Context: an optimization exercise on an open-source flow, tuned for small area, a short achievable clock period and few clock cycles. The choices shown serve that exercise and are no tape-out recipe. No functional check of the RTL was part of any run shown here.

--- design/flow/run.sh ---
#!/bin/bash
# synth_recipe.tcl (not shown) runs the flow's synth.tcl, then flattens the netlist and writes it again
# the make line also repeats each setting of config.mk as NAME=value (left out here)
make -C /OpenROAD-flow-scripts/flow DESIGN_CONFIG=/design/flow/config.mk WORK_HOME=/design/flow/orfs CLKGATE_MAP_FILE= SYNTH_SCRIPT=/design/flow/synth_recipe.tcl finish
--- design/flow/config.mk ---
export PLATFORM = sky130hd
export DESIGN_NAME = fc3_classify
export DESIGN_NICKNAME = fc3_classify
export VERILOG_FILES = /design/flow/design.v
export SDC_FILE = /design/flow/constraint.sdc
export NUM_CORES = 4
export LEC_CHECK = 0
export CAP_MARGIN = 20
export CORE_MARGIN = 2
export CORE_UTILIZATION = 40
export SETUP_SLACK_MARGIN = 5
export SLEW_MARGIN = 20
--- design/flow/constraint.sdc ---
create_clock -name core_clock -period 10.0 [get_ports {clk}]
set_input_delay 2.0000 -clock core_clock [delete_from_list [all_inputs] [get_ports {clk}]]
set_output_delay 2.0000 -clock core_clock [all_outputs]
set_load 0.01 [all_outputs]
--- design/flow/design.v ---
module fc3_classify #(
  parameter int N_IN    = 84,
  parameter int N_OUT   = 10,
  parameter int DW      = 16,
  parameter int WW      = 8,
  parameter int ACC_W   = 32,
  parameter int B_SHIFT = 8,
  parameter int RD_LAT  = 2
) (
  input  logic                  clk,
  input  logic                  rst_n,
  input  logic                  start,
  output logic [6:0]            f7_raddr,
  input  logic [DW-1:0]         f7_rdata,
  output logic [6:0]            w_raddr,
  input  logic [N_OUT*WW-1:0]   w_rdata,
  input  logic [N_OUT*16-1:0]   bias,
  output logic                  busy,
  output logic                  done,
  output logic [3:0]            class_out,
  output logic [ACC_W-1:0]      max_score
);
  localparam int AW = 30;
  logic       run_q;
  logic [6:0] addr_q;
  logic [2:0] vld_q;       
  logic       fl_q, done_q;
  logic [3:0] arg_q;       
  logic [4:0] st;          
  logic       start_acc, fetch, pend, sa;
  logic [N_OUT-1:0] pend_l;
  assign start_acc = start & ~run_q;
  assign fetch     = start_acc | (addr_q != 7'd0);
  assign pend      = |pend_l;
  assign sa        = fl_q & ~pend;
  assign st        = {arg_q, sa};
  always_ff @(posedge clk or negedge rst_n) begin
    if (!rst_n) begin
      run_q  <= 1'b0;
      addr_q <= '0;
      vld_q  <= '0;
      fl_q   <= 1'b0;
      arg_q  <= '0;
      done_q <= 1'b0;
    end else begin
      run_q  <= start_acc | (run_q & ~arg_q[3]);
      addr_q <= (fetch && addr_q != 7'(N_IN-1)) ? addr_q + 7'd1 : 7'd0;
      vld_q  <= {vld_q[1:0], fetch};
      fl_q   <= (vld_q[2] & ~vld_q[1]) | (fl_q & pend);
      arg_q  <= st[3:0];
      done_q <= arg_q[3];
    end
  end
  logic [DW-1:0]       gx;
  logic [17:0]         gx3;
  logic [DW-1:0]       x_q;
  logic [17:0]         x3_q;
  logic [N_OUT*WW-1:0] w_q;
  assign gx  = vld_q[1] ? f7_rdata : '0;
  assign gx3 = {{2{gx[DW-1]}}, gx} + {gx[DW-1], gx, 1'b0};
  always_ff @(posedge clk) begin
    x_q  <= gx;
    x3_q <= gx3;
    w_q  <= w_rdata & {(N_OUT*WW){vld_q[1]}};
  end
  logic [AW-1:0] acc_q [N_OUT];
  for (genvar j = 0; j < N_OUT; j++) begin : g_lane
    logic [AW-1:0] bias_ext;
    assign bias_ext = {{(AW-16-B_SHIFT){bias[j*16+15]}}, bias[j*16 +: 16], {B_SHIFT{1'b0}}};
    fc3_mac u_mac (
      .clk  (clk),
      .load (start_acc),
      .v    (vld_q[2]),
      .x    (x_q),
      .x3   (x3_q),
      .w    (w_q[j*WW +: WW]),
      .init (bias_ext),
      .acc  (acc_q[j]),
      .pend (pend_l[j])
    );
  end
  function automatic logic gt(input logic [AW-1:0] b, input logic [AW-1:0] a);
    gt = $signed(b) > $signed(a);
  endfunction
  logic [AW-1:0] ca, cb, score_q;
  logic [3:0]    class_q;
  logic [2:0]    step;
  logic          g_ab, g_a, g_b;
  always_comb begin
    ca = '0;
    cb = '0;
    for (int t = 0; t < 5; t++) begin
      ca = ca | (acc_q[2*t]   & {AW{st[t]}});
      cb = cb | (acc_q[2*t+1] & {AW{st[t]}});
    end
  end
  assign step = {st[4], st[2] | st[3], st[1] | st[3]};
  assign g_ab = gt(cb, ca);
  assign g_a  = st[0] | gt(ca, score_q);
  assign g_b  = st[0] | gt(cb, score_q);
  always_ff @(posedge clk) begin
    if (g_ab ? g_b : g_a) begin
      score_q <= g_ab ? cb : ca;
      class_q <= {step, g_ab};
    end
  end
  assign f7_raddr  = addr_q;
  assign w_raddr   = addr_q;
  assign busy      = run_q;
  assign done      = done_q;
  assign class_out = class_q;
  assign max_score = {{(ACC_W-AW){score_q[AW-1]}}, score_q};
endmodule
module fc3_mac (
  input  logic        clk,
  input  logic        load,      
  input  logic        v,         
  input  logic [15:0] x,
  input  logic [17:0] x3,
  input  logic [7:0]  w,
  input  logic [29:0] init,
  output logic [29:0] acc,
  output logic        pend       
);
  logic [29:0] acc_q;
  logic [4:0] cy_q;
  logic [3:0] z, t;
  logic [16:0] p0, p1, p2, p3;
  logic [17:0] x1, x2;    
  assign x1 = {x[15], x[15], x};
  assign x2 = {x[15], x, 1'b0};
  logic s1_0, s2_0, s3_0;
  assign s1_0 = ~w[1] &  w[0];
  assign s2_0 =  w[1] & ~w[0];
  assign s3_0 =  w[1] &  w[0];
  assign z[0]  = 1'b0;
  logic [17:0] q0;
  assign q0 = ({18{s1_0}} & x1) | ({18{s2_0}} & x2) | ({18{s3_0}} & x3);
  assign p0 = q0[16:0];
  assign t[0] = v & ~q0[17];
  logic s1_1, s2_1, s3_1;
  assign s1_1 = ~w[3] &  w[2];
  assign s2_1 =  w[3] & ~w[2];
  assign s3_1 =  w[3] &  w[2];
  assign z[1]  = 1'b0;
  logic [17:0] q1;
  assign q1 = ({18{s1_1}} & x1) | ({18{s2_1}} & x2) | ({18{s3_1}} & x3);
  assign p1 = q1[16:0];
  assign t[1] = v & ~q1[17];
  logic s1_2, s2_2, s3_2;
  assign s1_2 = ~w[5] &  w[4];
  assign s2_2 =  w[5] & ~w[4];
  assign s3_2 =  w[5] &  w[4];
  assign z[2]  = 1'b0;
  logic [17:0] q2;
  assign q2 = ({18{s1_2}} & x1) | ({18{s2_2}} & x2) | ({18{s3_2}} & x3);
  assign p2 = q2[16:0];
  assign t[2] = v & ~q2[17];
  logic one3, two3, neg3;
  logic [17:0] m3, e3;
  assign one3 = w[6];
  assign two3 = w[7] & ~w[6];
  assign neg3 = w[7];
  assign m3 = ({18{one3}} & x1) | ({18{two3}} & x2);
  assign e3 = m3 ^ {18{neg3}};
  assign p3 = e3[16:0];
  assign t[3] = v & ~e3[17];
  assign z[3] = neg3;
  logic fs0, fc0, fs1, fc1, fs2, fc2, fs3, fc3, fs4, fc4, fs5, fc5, fs6, fc6, fs7, fc7, fs8, fc8, fs9, fc9, fs10, fc10, fs11, fc11, hs0, hc0, fs12, fc12, hs1, hc1, fs13, fc13, hs2, hc2, hs3, hc3, fs14, fc14, fs15, fc15, fs16, fc16, fs17, fc17, fs18, fc18, fs19, fc19, fs20, fc20, fs21, fc21, fs22, fc22, fs23, fc23, fs24, fc24, fs25, fc25, fs26, fc26, fs27, fc27, fs28, fc28, fs29, fc29, fs30, fc30, hs4, hc4, hs5, hc5, fs31, fc31, fs32, fc32, fs33, fc33, fs34, fc34, fs35, fc35, fs36, fc36, fs37, fc37, fs38, fc38, fs39, fc39, fs40, fc40, fs41, fc41, fs42, fc42, fs43, fc43, fs44, fc44, fs45, fc45, fs46, fc46, fs47, fc47, fs48, fc48, fs49, fc49, fs50, fc50, fs51, fc51, hs6, hc6, hs7, hc7, hs8, hc8, hs9, hc9, hs10, hc10, hs11, hc11;
  assign fs0 = acc_q[6] ^ z[3] ^ p0[6];
  assign fc0 = (acc_q[6] & z[3]) | (acc_q[6] & p0[6]) | (z[3] & p0[6]);
  assign fs1 = acc_q[7] ^ p0[7] ^ p1[5];
  assign fc1 = (acc_q[7] & p0[7]) | (acc_q[7] & p1[5]) | (p0[7] & p1[5]);
  assign fs2 = acc_q[8] ^ p0[8] ^ p1[6];
  assign fc2 = (acc_q[8] & p0[8]) | (acc_q[8] & p1[6]) | (p0[8] & p1[6]);
  assign fs3 = acc_q[9] ^ p0[9] ^ p1[7];
  assign fc3 = (acc_q[9] & p0[9]) | (acc_q[9] & p1[7]) | (p0[9] & p1[7]);
  assign fs4 = acc_q[10] ^ p0[10] ^ p1[8];
  assign fc4 = (acc_q[10] & p0[10]) | (acc_q[10] & p1[8]) | (p0[10] & p1[8]);
  assign fs5 = acc_q[11] ^ p0[11] ^ p1[9];
  assign fc5 = (acc_q[11] & p0[11]) | (acc_q[11] & p1[9]) | (p0[11] & p1[9]);
  assign fs6 = acc_q[12] ^ p0[12] ^ p1[10];
  assign fc6 = (acc_q[12] & p0[12]) | (acc_q[12] & p1[10]) | (p0[12] & p1[10]);
  assign fs7 = acc_q[13] ^ p0[13] ^ p1[11];
  assign fc7 = (acc_q[13] & p0[13]) | (acc_q[13] & p1[11]) | (p0[13] & p1[11]);
  assign fs8 = acc_q[14] ^ p0[14] ^ p1[12];
  assign fc8 = (acc_q[14] & p0[14]) | (acc_q[14] & p1[12]) | (p0[14] & p1[12]);
  assign fs9 = acc_q[15] ^ p0[15] ^ p1[13];
  assign fc9 = (acc_q[15] & p0[15]) | (acc_q[15] & p1[13]) | (p0[15] & p1[13]);
  assign fs10 = acc_q[16] ^ p0[16] ^ p1[14];
  assign fc10 = (acc_q[16] & p0[16]) | (acc_q[16] & p1[14]) | (p0[16] & p1[14]);
  assign fs11 = acc_q[17] ^ v ^ t[0];
  assign fc11 = (acc_q[17] & v) | (acc_q[17] & t[0]) | (v & t[0]);
  assign hs0 = p1[15] ^ p2[13];
  assign hc0 = p1[15] & p2[13];
  assign fs12 = acc_q[18] ^ v ^ p1[16];
  assign fc12 = (acc_q[18] & v) | (acc_q[18] & p1[16]) | (v & p1[16]);
  assign hs1 = p2[14] ^ p3[12];
  assign hc1 = p2[14] & p3[12];
  assign fs13 = acc_q[19] ^ t[1] ^ p2[15];
  assign fc13 = (acc_q[19] & t[1]) | (acc_q[19] & p2[15]) | (t[1] & p2[15]);
  assign hs2 = acc_q[20] ^ v;
  assign hc2 = acc_q[20] & v;
  assign hs3 = acc_q[4] ^ p0[4];
  assign hc3 = acc_q[4] & p0[4];
  assign fs14 = acc_q[5] ^ p0[5] ^ p1[3];
  assign fc14 = (acc_q[5] & p0[5]) | (acc_q[5] & p1[3]) | (p0[5] & p1[3]);
  assign fs15 = p1[4] ^ p2[2] ^ p3[0];
  assign fc15 = (p1[4] & p2[2]) | (p1[4] & p3[0]) | (p2[2] & p3[0]);
  assign fs16 = p2[3] ^ p3[1] ^ fs1;
  assign fc16 = (p2[3] & p3[1]) | (p2[3] & fs1) | (p3[1] & fs1);
  assign fs17 = p2[4] ^ p3[2] ^ fs2;
  assign fc17 = (p2[4] & p3[2]) | (p2[4] & fs2) | (p3[2] & fs2);
  assign fs18 = p2[5] ^ p3[3] ^ fs3;
  assign fc18 = (p2[5] & p3[3]) | (p2[5] & fs3) | (p3[3] & fs3);
  assign fs19 = p2[6] ^ p3[4] ^ fs4;
  assign fc19 = (p2[6] & p3[4]) | (p2[6] & fs4) | (p3[4] & fs4);
  assign fs20 = p2[7] ^ p3[5] ^ fs5;
  assign fc20 = (p2[7] & p3[5]) | (p2[7] & fs5) | (p3[5] & fs5);
  assign fs21 = p2[8] ^ p3[6] ^ fs6;
  assign fc21 = (p2[8] & p3[6]) | (p2[8] & fs6) | (p3[6] & fs6);
  assign fs22 = p2[9] ^ p3[7] ^ fs7;
  assign fc22 = (p2[9] & p3[7]) | (p2[9] & fs7) | (p3[7] & fs7);
  assign fs23 = p2[10] ^ p3[8] ^ fs8;
  assign fc23 = (p2[10] & p3[8]) | (p2[10] & fs8) | (p3[8] & fs8);
  assign fs24 = p2[11] ^ p3[9] ^ fs9;
  assign fc24 = (p2[11] & p3[9]) | (p2[11] & fs9) | (p3[9] & fs9);
  assign fs25 = p2[12] ^ p3[10] ^ fs10;
  assign fc25 = (p2[12] & p3[10]) | (p2[12] & fs10) | (p3[10] & fs10);
  assign fs26 = p3[11] ^ fs11 ^ hs0;
  assign fc26 = (p3[11] & fs11) | (p3[11] & hs0) | (fs11 & hs0);
  assign fs27 = fs12 ^ hs1 ^ fc11;
  assign fc27 = (fs12 & hs1) | (fs12 & fc11) | (hs1 & fc11);
  assign fs28 = p3[13] ^ fs13 ^ fc12;
  assign fc28 = (p3[13] & fs13) | (p3[13] & fc12) | (fs13 & fc12);
  assign fs29 = p2[16] ^ p3[14] ^ hs2;
  assign fc29 = (p2[16] & p3[14]) | (p2[16] & hs2) | (p3[14] & hs2);
  assign fs30 = acc_q[21] ^ t[2] ^ p3[15];
  assign fc30 = (acc_q[21] & t[2]) | (acc_q[21] & p3[15]) | (t[2] & p3[15]);
  assign hs4 = acc_q[22] ^ v;
  assign hc4 = acc_q[22] & v;
  assign hs5 = acc_q[2] ^ p0[2];
  assign hc5 = acc_q[2] & p0[2];
  assign fs31 = acc_q[3] ^ p0[3] ^ p1[1];
  assign fc31 = (acc_q[3] & p0[3]) | (acc_q[3] & p1[1]) | (p0[3] & p1[1]);
  assign fs32 = p1[2] ^ p2[0] ^ hs3;
  assign fc32 = (p1[2] & p2[0]) | (p1[2] & hs3) | (p2[0] & hs3);
  assign fs33 = p2[1] ^ fs14 ^ hc3;
  assign fc33 = (p2[1] & fs14) | (p2[1] & hc3) | (fs14 & hc3);
  assign fs34 = fs0 ^ fs15 ^ fc14;
  assign fc34 = (fs0 & fs15) | (fs0 & fc14) | (fs15 & fc14);
  assign fs35 = fc0 ^ fs16 ^ fc15;
  assign fc35 = (fc0 & fs16) | (fc0 & fc15) | (fs16 & fc15);
  assign fs36 = fc1 ^ fs17 ^ fc16;
  assign fc36 = (fc1 & fs17) | (fc1 & fc16) | (fs17 & fc16);
  assign fs37 = fc2 ^ fs18 ^ fc17;
  assign fc37 = (fc2 & fs18) | (fc2 & fc17) | (fs18 & fc17);
  assign fs38 = fc3 ^ fs19 ^ fc18;
  assign fc38 = (fc3 & fs19) | (fc3 & fc18) | (fs19 & fc18);
  assign fs39 = fc4 ^ fs20 ^ fc19;
  assign fc39 = (fc4 & fs20) | (fc4 & fc19) | (fs20 & fc19);
  assign fs40 = fc5 ^ fs21 ^ fc20;
  assign fc40 = (fc5 & fs21) | (fc5 & fc20) | (fs21 & fc20);
  assign fs41 = fc6 ^ fs22 ^ fc21;
  assign fc41 = (fc6 & fs22) | (fc6 & fc21) | (fs22 & fc21);
  assign fs42 = fc7 ^ fs23 ^ fc22;
  assign fc42 = (fc7 & fs23) | (fc7 & fc22) | (fs23 & fc22);
  assign fs43 = fc8 ^ fs24 ^ fc23;
  assign fc43 = (fc8 & fs24) | (fc8 & fc23) | (fs24 & fc23);
  assign fs44 = fc9 ^ fs25 ^ fc24;
  assign fc44 = (fc9 & fs25) | (fc9 & fc24) | (fs25 & fc24);
  assign fs45 = fc10 ^ fs26 ^ fc25;
  assign fc45 = (fc10 & fs26) | (fc10 & fc25) | (fs26 & fc25);
  assign fs46 = hc0 ^ fs27 ^ fc26;
  assign fc46 = (hc0 & fs27) | (hc0 & fc26) | (fs27 & fc26);
  assign fs47 = hc1 ^ fs28 ^ fc27;
  assign fc47 = (hc1 & fs28) | (hc1 & fc27) | (fs28 & fc27);
  assign fs48 = fc13 ^ fs29 ^ fc28;
  assign fc48 = (fc13 & fs29) | (fc13 & fc28) | (fs29 & fc28);
  assign fs49 = hc2 ^ fs30 ^ fc29;
  assign fc49 = (hc2 & fs30) | (hc2 & fc29) | (fs30 & fc29);
  assign fs50 = p3[16] ^ hs4 ^ fc30;
  assign fc50 = (p3[16] & hs4) | (p3[16] & fc30) | (hs4 & fc30);
  assign fs51 = acc_q[23] ^ t[3] ^ hc4;
  assign fc51 = (acc_q[23] & t[3]) | (acc_q[23] & hc4) | (t[3] & hc4);
  assign hs6 = acc_q[24] ^ v;
  assign hc6 = acc_q[24] & v;
  assign hs7 = acc_q[25] ^ v;
  assign hc7 = acc_q[25] & v;
  assign hs8 = acc_q[26] ^ v;
  assign hc8 = acc_q[26] & v;
  assign hs9 = acc_q[27] ^ v;
  assign hc9 = acc_q[27] & v;
  assign hs10 = acc_q[28] ^ v;
  assign hc10 = acc_q[28] & v;
  assign hs11 = acc_q[29] ^ v;
  assign hc11 = acc_q[29] & v;
  logic [29:0] ra, rb, sum;
  assign ra = {hs11, hs10, hs9, hs8, hs7, hs6, fs51, fs50, fs49, fs48, fs47, fs46, fs45, fs44, fs43, fs42, fs41, fs40, fs39, fs38, fs37, fs36, fs35, fs34, fs33, fs32, fs31, p1[0], acc_q[1], acc_q[0]};
  assign rb = {hc10, hc9, hc8, hc7, hc6, fc51, fc50, fc49, fc48, fc47, fc46, fc45, fc44, fc43, fc42, fc41, fc40, fc39, fc38, fc37, fc36, fc35, fc34, fc33, fc32, fc31, hc5, hs5, p0[1], p0[0]};
  logic [4:0] cy_d;
  assign {cy_d[0], sum[5:0]} = 7'(ra[5:0]) + 7'(rb[5:0]) + 7'(1'b0);
  assign {cy_d[1], sum[11:6]} = 7'(ra[11:6]) + 7'(rb[11:6]) + 7'(cy_q[0]);
  assign {cy_d[2], sum[17:12]} = 7'(ra[17:12]) + 7'(rb[17:12]) + 7'(cy_q[1]);
  assign {cy_d[3], sum[23:18]} = 7'(ra[23:18]) + 7'(rb[23:18]) + 7'(cy_q[2]);
  assign sum[29:24] = ra[29:24] + rb[29:24] + 6'(cy_q[3]);
  assign cy_d[4] = 1'b0;
  always_ff @(posedge clk) begin
    if (load) begin
      acc_q <= init;
      cy_q  <= '0;
    end else begin
      acc_q <= sum;
      cy_q  <= cy_d;
    end
  end
  assign acc  = acc_q;
  assign pend = |cy_q;
endmodule
==> results of run 1 <==
flip-flops by register name, indices dropped and copies added, names as in the netlist:
name,flops
vld_q,3
x_q,15
run_q,1
g_lane.u_mac.cy_q,40
arg_q,4
w_q,80
x3_q,17
done_q,1
g_lane.u_mac.acc_q,300
addr_q,7
score_q,30
class_q,4
fl_q,1
per-layer routing:
metal	global-route usage (%)	wire length [um]	part of all wire, %
met4	14.0	12100	5.4
met1	37.4	87500	39
met2	47.8	101000	45
met3	7.90	22200	9.9
met5	0	149	0.067
layout make-up:
type                       count  area (sq um)
fill                       13900         78100
multi-input combinational   4441         42100
sequential                   503         10600
timing repair buffer         474          4560
inverter                     896          3360
tap                         1903          2380
clock buffer                  94          2000
clock inverter                38           417
antenna                        7          17.5
repair_timing:
action / CTS / global route
endpoints found under the setup margin: 95 / 110
pin swaps: 1 / 4
resized for setup: 23 / 63
setup buffers: 2 / 5
cloned: 1 / 2
metrics by stage:
step	hold slack, ps
detailed placement	339
global route	359
floorplan	331
finish	349
CTS	358
global placement	338
Yosys cell counts (2+ instances only):
cell      instances  area share, %
a211o_1           2          0.030
a211oi_1         23           0.30
a21o_1          188            2.4
a21oi_1         372            3.2
a221oi_1          4          0.061
a22o_1          316            4.8
a22oi_1         291            3.8
a31oi_1          24           0.26
and2_1          126            1.4
and3_1           22           0.24
and4_1            4          0.061
buf_1            60           0.39
buf_4             9           0.12
buf_6             3          0.058
clkbuf_1        457            3.0
dfrtp_1          17           0.74
dfxtp_1         452             16
edfxtp_1         34            1.8
fa_1            601             21
ha_1            474             10
inv_1           896            5.8
mux2_2          485            9.5
mux2i_1          42           0.73
nand2_1         309            2.0
nand2b_1         25           0.27
nand3_1          54           0.47
nand3b_1          2          0.026
nand4_1          23           0.25
nor2_1          196            1.3
nor2b_1         158            1.7
nor3_1           19           0.16
nor4_1           16           0.17
o211ai_1          4          0.052
o21a_1            2          0.026
o21ai_0         268            2.3
o221ai_1          2          0.030
o22ai_1           2          0.022
o31ai_1           2          0.026
or2_2             3          0.032
or3_1             3          0.032
or4_1             3          0.039
xnor2_1         142            2.2
xor2_1          217            3.3
critical path, stage by stage (launching register included):
cell	delay [ps]
dfrtp_2	600
buf_6	340
a22oi_1	750
nand3_1	290
ha_1	380
nand4_1	190
nor3_2	350
o2111a_1	250
o41ai_2	80
and4b_1	320
or4_4	600
a21o_4	350
layout by cell type (no fill, tap or decap), types with 20 or more instances in the layout:
cell	netlist	routed
a211oi_1	23	23
a21o_1	188	187
a21oi_1	372	368
a22o_1	316	316
a22oi_1	291	283
a31oi_1	24	24
and2_1	126	126
and3_1	22	22
buf_4	9	135
clkbuf_16	0	74
clkdlybuf4s50_1	0	310
clkinv_2	0	20
dfxtp_1	452	415
dfxtp_2	0	29
edfxtp_1	34	34
fa_1	601	601
ha_1	474	474
inv_1	896	896
mux2_2	485	485
mux2i_1	42	42
nand2_1	309	308
nand2b_1	25	25
nand3_1	54	54
nand4_1	23	23
nor2_1	196	196
nor2b_1	158	152
o21ai_0	268	267
xnor2_1	142	142
xor2_1	217	217
logic make-up (layout without fill, tap and decap cells):
family,after synthesis,count (layout)
fa+ha+maj,1075,1075
mux,527,527
simple gates,968,968
compound gates,1510,1512
buf+inv,1425,1502
other cells,0,7
xor+xnor,359,359
flops,503,503
how the worst max path moves through the flow:
stage	endpoint	from	depth (start not counted)	slack, ps
after global routing	score_q[6]	g_lane[4].u_mac.cy_q[1]	16	4970
after global placement	score_q[4]	g_lane[8].u_mac.cy_q[0]	14	3780
after CTS	g_lane[0].u_mac.cy_q[2]	x_q[9]	15	5000
final	class_q[3]	arg_q[2]	11	5100
after detailed placement	class_q[1]	g_lane[8].u_mac.cy_q[0]	14	3900
after floorplan	g_lane[4].u_mac.cy_q[3]	vld_q[2]	15	5080
==> flow_summary.ini, run 1 <==
[worst_setup_path]
worst-r2r-setup-slack_ps = 5100
critPathLaunchType = register
critPathArrivalTime_ps = 5300
r2r_start = arg_q[2]
crit_path_end_kind = register
reg2reg_to = class_q[3]
crit_type = reg2reg
rr_worst_depth = 11
required_ps = 10410
cp_max_fo = 45

[finish]
drive_above_1_share_pct = 13.2
fin_cells = 8356
syn2layout_area_growth_pct = 13.2
num-nets-final = 7721
design_area_sq_um = 65400
utilization_pct = 45.6

[place]
gp_congestion = 0.939
pre_cts_ws_ps = 3900
dp_hpwl_um = 161000
port_buffers = 310
place_area_sq_um = 62500
dpl.cell_count = 8207

[min_path]
worstHoldStart = vld_q[0]
holdPathEnd = vld_q[1]
hold_class = reg2reg
hold_depth = 0

[clock_tree]
cts_tree = built
clock-sinks = 503
clockBufferDepth = 3
htree_levels = 3
clock_latency_ps = 710
cts_buffers = 71
holdBufCountCts = 0
cts_root_buffer = clkbuf_16
path_clk_slew_ps = 60

[timing]
layout_setup_ws_ps = 5100
fmax_mhz = 204
rsz0062_at_grt = false
fin_tns_setup_ps = 0
fin_crit_sh_pct = 49.0
hold_viol = 0
worst_pin_slew_ps = 1030
slew_violations = 0
period_minus_slack_ps = 4900
finalSetupViolations = 0
skew_ps = 40.1
maxSlewHeadroom_pct = 31.2

[synthesis]
synth-edff-count = 34
yosysSeqAreaShare_pct = 18.2
avgSynthCellArea_sq_um = 9.07
syn_nets = 7701
syn_inst = 6367
synthArstFlopShare_pct = 3.38
synth-simple-area-share_pct = 8.21
synth_cell_types = 58
synth_top_family_by_area = adder cells
synth_adder_area_share_pct = 31.1
synth_compound_area_share_pct = 17.5
ys.flop_type = dfxtp_1
ys_ff_latch = 503
syn_area_sq_um = 57800
yosys_warnings = 3
synth_xor_xnor_area_share_pct = 5.44
synth_mux_area_share_pct = 10.2

[grt]
overflow = 0
grt_max_degree = 125
grt_pass1_vias = 49800
grtUsageTotal_pct = 29.8
grt_pass1_wl_um = 327000
grt_antenna_before_repair = 11

[detailed_routing]
num_vias = 48600
ant_nets = 0
wl_um = 223000
drc = 0
firstDrtPassIters = 6
drt_iter0_markers = 4854
wire_per_inst_um = 26.7
vias_per_cell = 5.82

[floorplan]
die_x_um = 384
die_height_um = 384
num_rows = 139
initial_core_util_pct = 40.3
dieArea_sq_um = 147000
core-area_sq_um = 143000
io-pin-count = 311

[outcome]
status = no timing/DRC/antenna violations

[flow_run]
cap_viol_max_count = 0
==> inputs of run 2 (changes only) <==
==> design/flow/flow/run.sh (new file) <==
#!/bin/bash
set -euo pipefail
bash standard.sh SETUP_SLACK_MARGIN=6.8 finish > standard_flow.log 2>&1
==> design/flow/standard.sh (new file) <==
#!/bin/bash
# synth_recipe.tcl (not shown) runs the flow's synth.tcl, then flattens the netlist and writes it again
# the make line also repeats each setting of config.mk as NAME=value (left out here)
make -C /OpenROAD-flow-scripts/flow DESIGN_CONFIG=/design/flow/config.mk WORK_HOME=/design/flow/orfs CLKGATE_MAP_FILE= SYNTH_SCRIPT=/design/flow/synth_recipe.tcl "${@:-finish}"
removed: design/flow/run.sh
==> run 2 against run 1 <==
  * Clock skew fell by 19 ps
  * Count of clock-buffer cells in the layout up 2
  * First-iteration DRC count rose by 26%
  * Critical path type unchanged
  * Wire length rose by 22%
  * Fmax is 3.0% higher
  * Still clean
  * Via count rose by 12%
  * Die area unchanged
==> flow_summary.ini, run 2 <==
[clock_tree]
cts_root_buffer = clkbuf_16
clock_latency_ps = 700
cts_tree = built
clock-sinks = 503
cts_buffers = 70
holdBufCountCts = 0
clockBufferDepth = 3
htree_levels = 3
path_clk_slew_ps = 60

[worst_setup_path]
critPathLaunchType = register
rr_worst_depth = 19
crit_type = reg2reg
required_ps = 10450
critPathArrivalTime_ps = 5200
cp_max_fo = 8
crit_path_end_kind = register

[grt]
grt_pass1_wl_um = 384000
grt_max_degree = 81
grt_antenna_before_repair = 26
overflow = 0
grtUsageTotal_pct = 36.1
grt_pass1_vias = 55200

[synthesis]
ys.flop_type = dfxtp_1
synth_common_cells = inv_1, fa_1, mux2_2, ha_1, clkbuf_1
syn_area_sq_um = 57800
yosysSeqAreaShare_pct = 18.2
synth_cell_types = 58
ys_ff_latch = 503
yosys_warnings = 3
synth_top_area_cell = fa_1
synth-edff-count = 34
avgSynthCellArea_sq_um = 9.07
syn_nets = 7701
synth.most_common_cell = inv_1
synth_top_area_share_pct = 20.8
synthArstFlopShare_pct = 3.38
syn_inst = 6367
yosys-top-cells-area = fa_1, dfxtp_1, ha_1, mux2_2, inv_1

[detailed_routing]
firstDrtPassIters = 8
vias_per_cell = 6.06
drt_iter0_markers = 6130
num_vias = 54500
ant_nets = 0
drc = 0
wire_per_inst_um = 30.3
wl_um = 272000

[finish]
fill_cells = 12500
regMostFlops = g_lane.u_mac.acc_q
final_common_cell = inv_1
num-nets-final = 8356
drive_above_1_share_pct = 31.9
top_regs = g_lane.u_mac.acc_q (300), w_q (80), g_lane.u_mac.cy_q (40)
syn2layout_area_growth_pct = 35.0
layout_common_cells = inv_1, fa_1, ha_1
largest_reg_flops = 300
utilization_pct = 54.4

[timing]
rsz0062_at_grt = true
finalSetupViolations = 0
hold_viol = 0
fin_tns_setup_ps = 0
fmax_mhz = 210
slew_violations = 0
whs_ps = 366
skew_ps = 21.5
fin_crit_sh_pct = 47.5
worst_pin_slew_ps = 1080
maxSlewHeadroom_pct = 27.8
period_minus_slack_ps = 4750

[floorplan]
core-area_sq_um = 143000
die_x_um = 384
die_height_um = 384
initial_core_util_pct = 40.3
dieArea_sq_um = 147000
num_rows = 139
io-pin-count = 311

[flow_run]
cap_viol_max_count = 0

[place]
gp_congestion = 0.963
port_buffers = 310
dp_hpwl_um = 164000

[outcome]
status = no timing/DRC/antenna violations

[min_path]
hold_depth = 0
hold_class = reg2reg
## run 2: cell counts after synthesis
Identical to the previous run, type by type.
## run 2: per-layer routing
layer / track usage, % / vias to the layer above / share of wire, %
li1: - / 22800 / -
met1: 43.0 / 26700 / 36
met2: 54.1 / 3801 / 42
met3: 13.0 / 1195 / 13
met4: 25.3 / 16 / 8.9
met5: 0 / - / 0.037
## run 2: path summary, 6_finish.rpt
kind,slack [ps],end,startpoint
hold reg to reg,370,vld_q[1],vld_q[0]
min in group asynchronous,1730,done_q,rst_n
max in group asynchronous,7880,arg_q[0],rst_n
setup reg to reg,5250,score_q[4],g_lane[7].u_mac.cy_q[0]
hold / removal,370,vld_q[1],vld_q[0]
setup / recovery,5250,score_q[4],g_lane[7].u_mac.cy_q[0]
## run 2: cell type report
| class | instances | area, sq um | area share, % |
|---|---|---|---|
| well taps | 1903 | 2380 | 3.05 |
| flip-flops and latches | 503 | 10700 | 13.7 |
| diodes | 14 | 35.0 | 0.0449 |
| repair inverters | 2 | 12.5 | 0.0160 |
| clock buffers | 96 | 1990 | 2.55 |
| inverters | 896 | 3400 | 4.36 |
| repair buffers | 1106 | 13300 | 17.1 |
| clock inverters | 34 | 470 | 0.603 |
| multi-input cells | 4443 | 45700 | 58.6 |
## run 2: what timing repair did
action                                  4_1_cts  5_1_grt
gates resized for setup                    1082      282
cloned                                       77        2
pin swaps                                   376      336
setup buffers                               453      126
endpoints found under the setup margin      465      348
## run 2: critical path, cell delays in order, from the launching register on
cell      delay [ps]
dfxtp_2          340
nor4_4           460
nand4_1          170
buf_6            170
nor4_4           280
buf_6            180
buf_12           120
buf_12           100
buf_16           150
a21oi_4           70
ha_4             280
nand4_1          120
buf_4            170
nor3_4           270
o2111a_1         260
o41ai_2           80
and4b_2          290
or4_4            570
a21o_4           250
buf_12           150
## run 2: metrics by stage
stage / instance area, sq um / setup slack (ps) / instances
floorplan: 60300 / 5920 / 6367
global placement: 64000 / 3710 / 8195
detailed placement: 64000 / 3710 / 8195
CTS: 75900 / 5490 / 8855
global route: 78000 / 5240 / 8986
finish: 78000 / 5250 / 8997
## run 2: kinds of logic after synthesis
kind of cell / after synthesis / share of synthesized area, %
compound gates: 1510 / 17.5
buf+inv: 1425 / 9.36
fa+ha+maj: 1075 / 31.1
simple gates: 968 / 8.21
mux: 527 / 10.2
flops: 503 / 18.2
xor+xnor: 359 / 5.44

what the ideal ports hide:
The flow's constraints put no driver on any port. The routed layouts listed below were extracted and timed again, unchanged, in two steps. Step 1: set_driving_cell puts a clkbuf_16 on clk and a buf_2 on each other input, an assumption about the parent block. Step 2 also shifts input and output timing later by t, the mid clock arrival at the registers, as if the neighbouring blocks saw the same clock. Slacks: no drivers / after step 1 / after step 2; pairs: no drivers / after step 1.
run	shift t [ns]	setup slack, ns	clock arrival spread, ns
run 1	0.770	5.104 / 5.104 / 5.104	0.044 / 0.044
run 2	0.774	5.249 / 5.249 / 5.249	0.023 / 0.022
After both steps setup and hold are still met in every run listed.
